From an optimization exercise on the open Yosys and OpenROAD flow, aimed at small area; shortcuts taken in it are not production practice.
RTL that was checked went through simulation tests only; none was proved equivalent to the original.
Power and IR drop assume default switching activity.

==> flow/design.v (excerpt) <==
module trigCoincTop
#(
   parameter int NUM_LANES  = trigPkg::NUM_LANES,
   parameter int LANE_WIDTH = trigPkg::LANE_WIDTH
)
(
   input  logic                            proc_clk,
   input  logic                            rstN,
   input  logic                            busWrEn,
   input  logic                            busRdEn,
   input  logic [DATA_WIDTH/8-1:0]         busWstrb,
   input  logic [ADDR_WIDTH-1:0]           busAddr,
   input  logic [DATA_WIDTH-1:0]           busWrData,
   input  logic [NUM_LANES*LANE_WIDTH-1:0] trigIn,
   input  logic                            fastTrig,
   output logic [DATA_WIDTH-1:0]           rdData,
   output logic                            rdValid
);
   logic [15:0]           csrReg;
   logic [1:0]            outBlock;
   logic [LANE_WIDTH-1:0] coincMask [NUM_LANES];
   logic [LANE_WIDTH-1:0] multMask  [NUM_LANES];
   logic [LANE_WIDTH-1:0] pattern   [NUM_LANES];
   logic [SUM_WIDTH-1:0]  threshold [NUM_LANES];
   logic                  counterClr;
   logic [DATA_WIDTH-1:0] wrData;
   assign wrData = busWrData & {DATA_WIDTH{rstN}};
   function automatic logic wrByte(
      input logic [ADDR_WIDTH-1:0] addr,
      input int                    b
   );
      wrByte = !rstN || (busWrEn && busAddr == addr && busWstrb[b]);
   endfunction
   always_ff @(posedge proc_clk)
   begin
      for (int b = 0; b < 2; b++)
      begin
         if (wrByte(REG_CSR, b))
            csrReg[8*b +: 8] <= wrData[8*b +: 8];
      end
      if (wrByte(REG_OUTBLOCK, 0))
         outBlock <= wrData[1:0];
      for (int i = 0; i < NUM_LANES; i++)
      begin
         for (int b = 0; b < 2; b++)
         begin
            if (wrByte(REG_COINC_MASK + ADDR_WIDTH'(i), b))
               coincMask[i][8*b +: 8] <= wrData[8*b +: 8];
            if (wrByte(REG_MULT_MASK + ADDR_WIDTH'(i), b))
               multMask[i][8*b +: 8] <= wrData[8*b +: 8];
            if (wrByte(REG_PATTERN + ADDR_WIDTH'(i), b))
               pattern[i][8*b +: 8] <= wrData[8*b +: 8];
         end
         if (wrByte(REG_THRESHOLD + ADDR_WIDTH'(i), 0))
            threshold[i] <= wrData[7:0];
      end
   end
   always_ff @(posedge proc_clk)
   begin
      counterClr <= rstN && busWrEn && (busAddr == REG_CLEAR);
      rdValid    <= rstN && busRdEn;
   end
   logic [NUM_LANES-1:0] coincHit;
   logic [NUM_LANES-1:0] multHit;
  ...
For scale: about 150 I/O pins, roughly 20,000 sq um of cells after synthesis.
==> module trigLane, before the edit <==
module trigLane
#(
   parameter int LANE_WIDTH = trigPkg::LANE_WIDTH
)
(
   input  logic [LANE_WIDTH-1:0] laneIn,
   input  logic [LANE_WIDTH-1:0] coincMask,
   input  logic [LANE_WIDTH-1:0] multMask,
   input  logic [LANE_WIDTH-1:0] pattern,
   input  logic [SUM_WIDTH-1:0]  threshold,
   output logic                  coincHit,
   output logic                  multHit,
   output logic [4:0]            sum
);
   function automatic logic [1:0] fullAdd(input logic a, input logic b, input logic c);
      fullAdd = {(a & b) | (c & (a ^ b)), (a ^ b) ^ c};
   endfunction
   function automatic logic [1:0] halfAdd(input logic a, input logic b);
      halfAdd = {a & b, a ^ b};
   endfunction
   function automatic logic [4:0] popCount16(input logic [15:0] x);
      logic [1:0] l1 [5];
      logic [1:0] a1, a2, d1, b0, g1, g2, f, m, p, q;
      for (int k = 0; k < 5; k++)
         l1[k] = fullAdd(x[3*k], x[3*k+1], x[3*k+2]);
      a1 = fullAdd(l1[0][0], l1[1][0], l1[2][0]);
      a2 = fullAdd(l1[3][0], l1[4][0], x[15]);
      d1 = fullAdd(l1[0][1], l1[1][1], l1[2][1]);
      b0 = halfAdd(a1[0], a2[0]);
      g1 = fullAdd(a1[1], a2[1], d1[0]);
      g2 = halfAdd(l1[3][1], l1[4][1]);
      f  = fullAdd(b0[1], g1[0], g2[0]);
      m  = fullAdd(d1[1], g1[1], g2[1]);
      p  = halfAdd(f[1], m[0]);
      q  = halfAdd(p[1], m[1]);
      popCount16 = {q[1], q[0], p[0], f[0], b0[0]};
   endfunction
   function automatic logic atLeast5(input logic [4:0] a, input logic [4:0] b);
      logic ge;
      ge = a[0] | !b[0];
      for (int i = 1; i < 5; i++)
         ge = (a[i] & !b[i]) | ((a[i] | !b[i]) & ge);
      atLeast5 = ge;
   endfunction
   assign coincHit = (laneIn & coincMask) == pattern;
   assign sum      = popCount16(laneIn & multMask);
   assign multHit  = (threshold[7:5] == 3'd0) && atLeast5(sum, threshold[4:0]);
endmodule
Settings: LEC_CHECK=0, CAP_MARGIN=20, CORE_MARGIN=2, CORE_UTILIZATION=65, SLEW_MARGIN=20, SYNTH_HIERARCHICAL=1, SYNTH_MINIMUM_KEEP_SIZE=0; clock period 5.0 ns.
standard.sh (not shown) runs the stock make flow with config.mk's settings and CLKGATE_MAP_FILE= SYNTH_SCRIPT=/design/flow/synth_recipe.tcl, a recipe that flattens the netlist after the stock synthesis.
==> flow/flow/run.sh <==
#!/bin/bash
# Own layout flow: the standard ORFS flow (standard.sh, unchanged synthesis),
# with synthesis buffers removed at floorplan, single-drive port buffers, plain (not timing-driven) global placement and a
# clock tree of clkbuf_8 without dummy loads.
set -uo pipefail
cd "$(dirname "$0")/.."
bash standard.sh \
  "GPL_TIMING_DRIVEN=0" "REMOVE_ABC_BUFFERS=1" \
  "BUFFER_PORTS_ARGS=-buffer_cell sky130_fd_sc_hd__buf_1" \
  "CTS_ARGS=-sink_clustering_enable -repair_clock_nets -dont_use_dummy_load -buf_list sky130_fd_sc_hd__clkbuf_8 -sink_clustering_size 20 -sink_clustering_max_diameter 50" \
  finish > flow_make.log 2>&1
rc=$?
tail -40 flow_make.log
exit $rc
Next try:
--- a/flow/design.v
+++ b/flow/design.v
@@ -55,44 +55,33 @@
    input  logic [SUM_WIDTH-1:0]  threshold,
    output logic                  coincHit,
    output logic                  multHit,
    output logic [4:0]            sum
 );
    function automatic logic [1:0] fullAdd(input logic a, input logic b, input logic c);
-      fullAdd = {(a & b) | (c & (a ^ b)), (a ^ b) ^ c};
-   endfunction
-   function automatic logic [1:0] halfAdd(input logic a, input logic b);
-      halfAdd = {a & b, a ^ b};
+      fullAdd = {(a & b) | (a & c) | (b & c), a ^ b ^ c};
    endfunction
    function automatic logic [4:0] popCount16(input logic [15:0] x);
       logic [1:0] l1 [5];
-      logic [1:0] a1, a2, d1, b0, g1, g2, f, m, p, q;
+      logic [1:0] t1, t2, e, u1, u2, u3, g, v, w;
       for (int k = 0; k < 5; k++)
          l1[k] = fullAdd(x[3*k], x[3*k+1], x[3*k+2]);
-      a1 = fullAdd(l1[0][0], l1[1][0], l1[2][0]);
-      a2 = fullAdd(l1[3][0], l1[4][0], x[15]);
-      d1 = fullAdd(l1[0][1], l1[1][1], l1[2][1]);
-      b0 = halfAdd(a1[0], a2[0]);
-      g1 = fullAdd(a1[1], a2[1], d1[0]);
-      g2 = halfAdd(l1[3][1], l1[4][1]);
-      f  = fullAdd(b0[1], g1[0], g2[0]);
-      m  = fullAdd(d1[1], g1[1], g2[1]);
-      p  = halfAdd(f[1], m[0]);
-      q  = halfAdd(p[1], m[1]);
-      popCount16 = {q[1], q[0], p[0], f[0], b0[0]};
-   endfunction
-   function automatic logic atLeast5(input logic [4:0] a, input logic [4:0] b);
-      logic ge;
-      ge = a[0] | !b[0];
-      for (int i = 1; i < 5; i++)
-         ge = (a[i] & !b[i]) | ((a[i] | !b[i]) & ge);
-      atLeast5 = ge;
+      t1 = fullAdd(l1[0][0], l1[1][0], l1[2][0]);
+      t2 = fullAdd(l1[3][0], l1[4][0], x[15]);
+      e  = {t1[0] & t2[0], t1[0] ^ t2[0]};
+      u1 = fullAdd(l1[0][1], l1[1][1], l1[2][1]);
+      u2 = fullAdd(l1[3][1], l1[4][1], t1[1]);
+      u3 = fullAdd(t2[1], e[1], u1[0]);
+      g  = {u2[0] & u3[0], u2[0] ^ u3[0]};
+      v  = fullAdd(u1[1], u2[1], u3[1]);
+      w  = {v[0] & g[1], v[0] ^ g[1]};
+      popCount16 = {v[1] & w[1], v[1] ^ w[1], w[0], g[0], e[0]};
    endfunction
    assign coincHit = (laneIn & coincMask) == pattern;
    assign sum      = popCount16(laneIn & multMask);
-   assign multHit  = (threshold[7:5] == 3'd0) && atLeast5(sum, threshold[4:0]);
+   assign multHit  = (threshold[7:5] == 3'd0) && (sum >= threshold[4:0]);
 endmodule
 `default_nettype wire
 `timescale 1ns/1ps
 `default_nettype none
 import trigPkg::*;
 module trigReadMux
Outcome: The changed run finished with timing, DRC and antenna clean; power climbs by 2.4%; core utilization climbs by 0.96 points; sequential power barely changes; routed wire length climbs by 4.2%; worst hold slack gets better by 0.012 ns; final cell count climbs by 2.0%; cell area climbs by 2.4%; count of clock-buffer cells in the layout climbs by 2; global-route usage drops by 0.28 points; area after synthesis climbs by 2.3%; via count climbs by 2.1%.


Setup of v6:
trigCoincTop, a different RTL version from the one above (not shown whole).
For scale: about 1800 cells after synthesis, ~410 flip-flops, roughly 150 I/O pins.
==> module trigLane, before the edit <==
module trigLane
#(
   parameter int LANE_WIDTH = trigPkg::LANE_WIDTH
)
(
   input  logic [LANE_WIDTH-1:0] laneIn,
   input  logic [LANE_WIDTH-1:0] coincMask,
   input  logic [LANE_WIDTH-1:0] multMask,
   input  logic [LANE_WIDTH-1:0] pattern,
   input  logic [SUM_WIDTH-1:0]  threshold,
   output logic                  coincHit,
   output logic                  multHit,
   output logic [4:0]            sum
);
   function automatic logic [1:0] fullAdd(input logic a, input logic b, input logic c);
      fullAdd = {(a & b) | (a & c) | (b & c), a ^ b ^ c};
   endfunction
   function automatic logic [1:0] halfAdd(input logic a, input logic b);
      halfAdd = {a & b, a ^ b};
   endfunction
   function automatic logic [4:0] popCount16(input logic [15:0] x);
      logic [1:0] l1 [5];
      logic [1:0] a1, a2, d1, b0, g1, g2, f, m, p, q;
      for (int k = 0; k < 5; k++)
         l1[k] = fullAdd(x[3*k], x[3*k+1], x[3*k+2]);
      a1 = fullAdd(l1[0][0], l1[1][0], l1[2][0]);
      a2 = fullAdd(l1[3][0], l1[4][0], x[15]);
      d1 = fullAdd(l1[0][1], l1[1][1], l1[2][1]);
      b0 = halfAdd(a1[0], a2[0]);
      g1 = fullAdd(a1[1], a2[1], d1[0]);
      g2 = halfAdd(l1[3][1], l1[4][1]);
      f  = fullAdd(b0[1], g1[0], g2[0]);
      m  = fullAdd(d1[1], g1[1], g2[1]);
      p  = halfAdd(f[1], m[0]);
      q  = halfAdd(p[1], m[1]);
      popCount16 = {q[1], q[0], p[0], f[0], b0[0]};
   endfunction
   function automatic logic atLeast5(input logic [4:0] a, input logic [4:0] b);
      logic ge;
      ge = a[0] | !b[0];
      for (int i = 1; i < 5; i++)
         ge = (a[i] & !b[i]) | ((a[i] | !b[i]) & ge);
      atLeast5 = ge;
   endfunction
   assign coincHit = (laneIn & coincMask) == pattern;
   assign sum      = popCount16(laneIn & multMask);
   assign multHit  = (threshold[7:5] == 3'd0) && atLeast5(sum, threshold[4:0]);
endmodule
export LEC_CHECK = 0
export CAP_MARGIN = 20
export CORE_MARGIN = 2
export CORE_UTILIZATION = 65
export SLEW_MARGIN = 20
export SYNTH_HIERARCHICAL = 1
export SYNTH_MINIMUM_KEEP_SIZE = 0
create_clock -name core_clock -period 5.0 [get_ports {proc_clk}]
==> flow/flow/run.sh <==
#!/bin/bash
# Own layout flow: the standard ORFS flow (standard.sh, unchanged synthesis),
# with synthesis buffers removed at floorplan, single-drive port buffers, plain (not timing-driven) global placement and a
# clock tree of clkbuf_4 without dummy loads.
set -uo pipefail
cd "$(dirname "$0")/.."
bash standard.sh \
  "GPL_TIMING_DRIVEN=0" "REMOVE_ABC_BUFFERS=1" \
  "BUFFER_PORTS_ARGS=-buffer_cell sky130_fd_sc_hd__buf_1" \
  "CTS_ARGS=-sink_clustering_enable -repair_clock_nets -dont_use_dummy_load -buf_list sky130_fd_sc_hd__clkbuf_4 -sink_clustering_size 9 -sink_clustering_max_diameter 35" \
  finish > flow_make.log 2>&1
rc=$?
tail -40 flow_make.log
exit $rc
The following lists how v7 was set up differently from v6:
--- a/flow/design.v
+++ b/flow/design.v
@@ -59,5 +59,5 @@
 );
    function automatic logic [1:0] fullAdd(input logic a, input logic b, input logic c);
-      fullAdd = {(a & b) | (a & c) | (b & c), a ^ b ^ c};
+      fullAdd = {(a & b) | (c & (a ^ b)), (a ^ b) ^ c};
    endfunction
    function automatic logic [1:0] halfAdd(input logic a, input logic b);
[summary]
- Going from v6 to v7, final weighted congestion in routability-driven placement down about 2.2%; cell area after layout down 1.1%; number of buffers inserted by hold repair at cts flat.
- v7 vs. v6: total cell area at the placement stage has decreased, share of the final layout cell area in multi-input gates about even.
- Count of clock-buffer cells in the layout in v7 is 1 below v6.
- Core utilization ended up 0.39 points lower on v7 than on v6.
For v6, only the layout was checked, not whether the RTL still works.

what the ideal ports hide:
How much do the figures lean on ideal ports? The routed layouts below were timed once more, with nothing changed but the port constraints.
Step 1, drivers: a clkbuf_16 drives proc_clk and a buf_2 each remaining input, both assumed.
Step 2 also shifts input and output timing later by t, the mid clock arrival at the registers, as if the neighbouring blocks saw the same clock.
Three values: ideal, step 1, step 2; two values: the first two.
run | t, ns | setup WS [ns] | worst setup path after step 2 | worst data-port slew with drivers (ns) | pins driven straight from the clock port
the first run of note 1 | 0.613 | 0.035 / 0.068 / -0.545 | input to register | 0.06 | 1
the second run of note 1 | 0.609 | 0.156 / 0.182 / -0.427 | input to register | 0.06 | 1
v6 | 0.742 | 0.457 / 0.459 / -0.258 | input to register | 0.06 | 1
v7 | 0.726 | 0.221 / 0.250 / -0.475 | input to register | 0.06 | 1
Met with ideal ports but missed after step 2: setup timing in every run listed. The setup slack of v6, which loses most, moves by +0.002 ns with the drivers and by -0.715 ns with both steps.
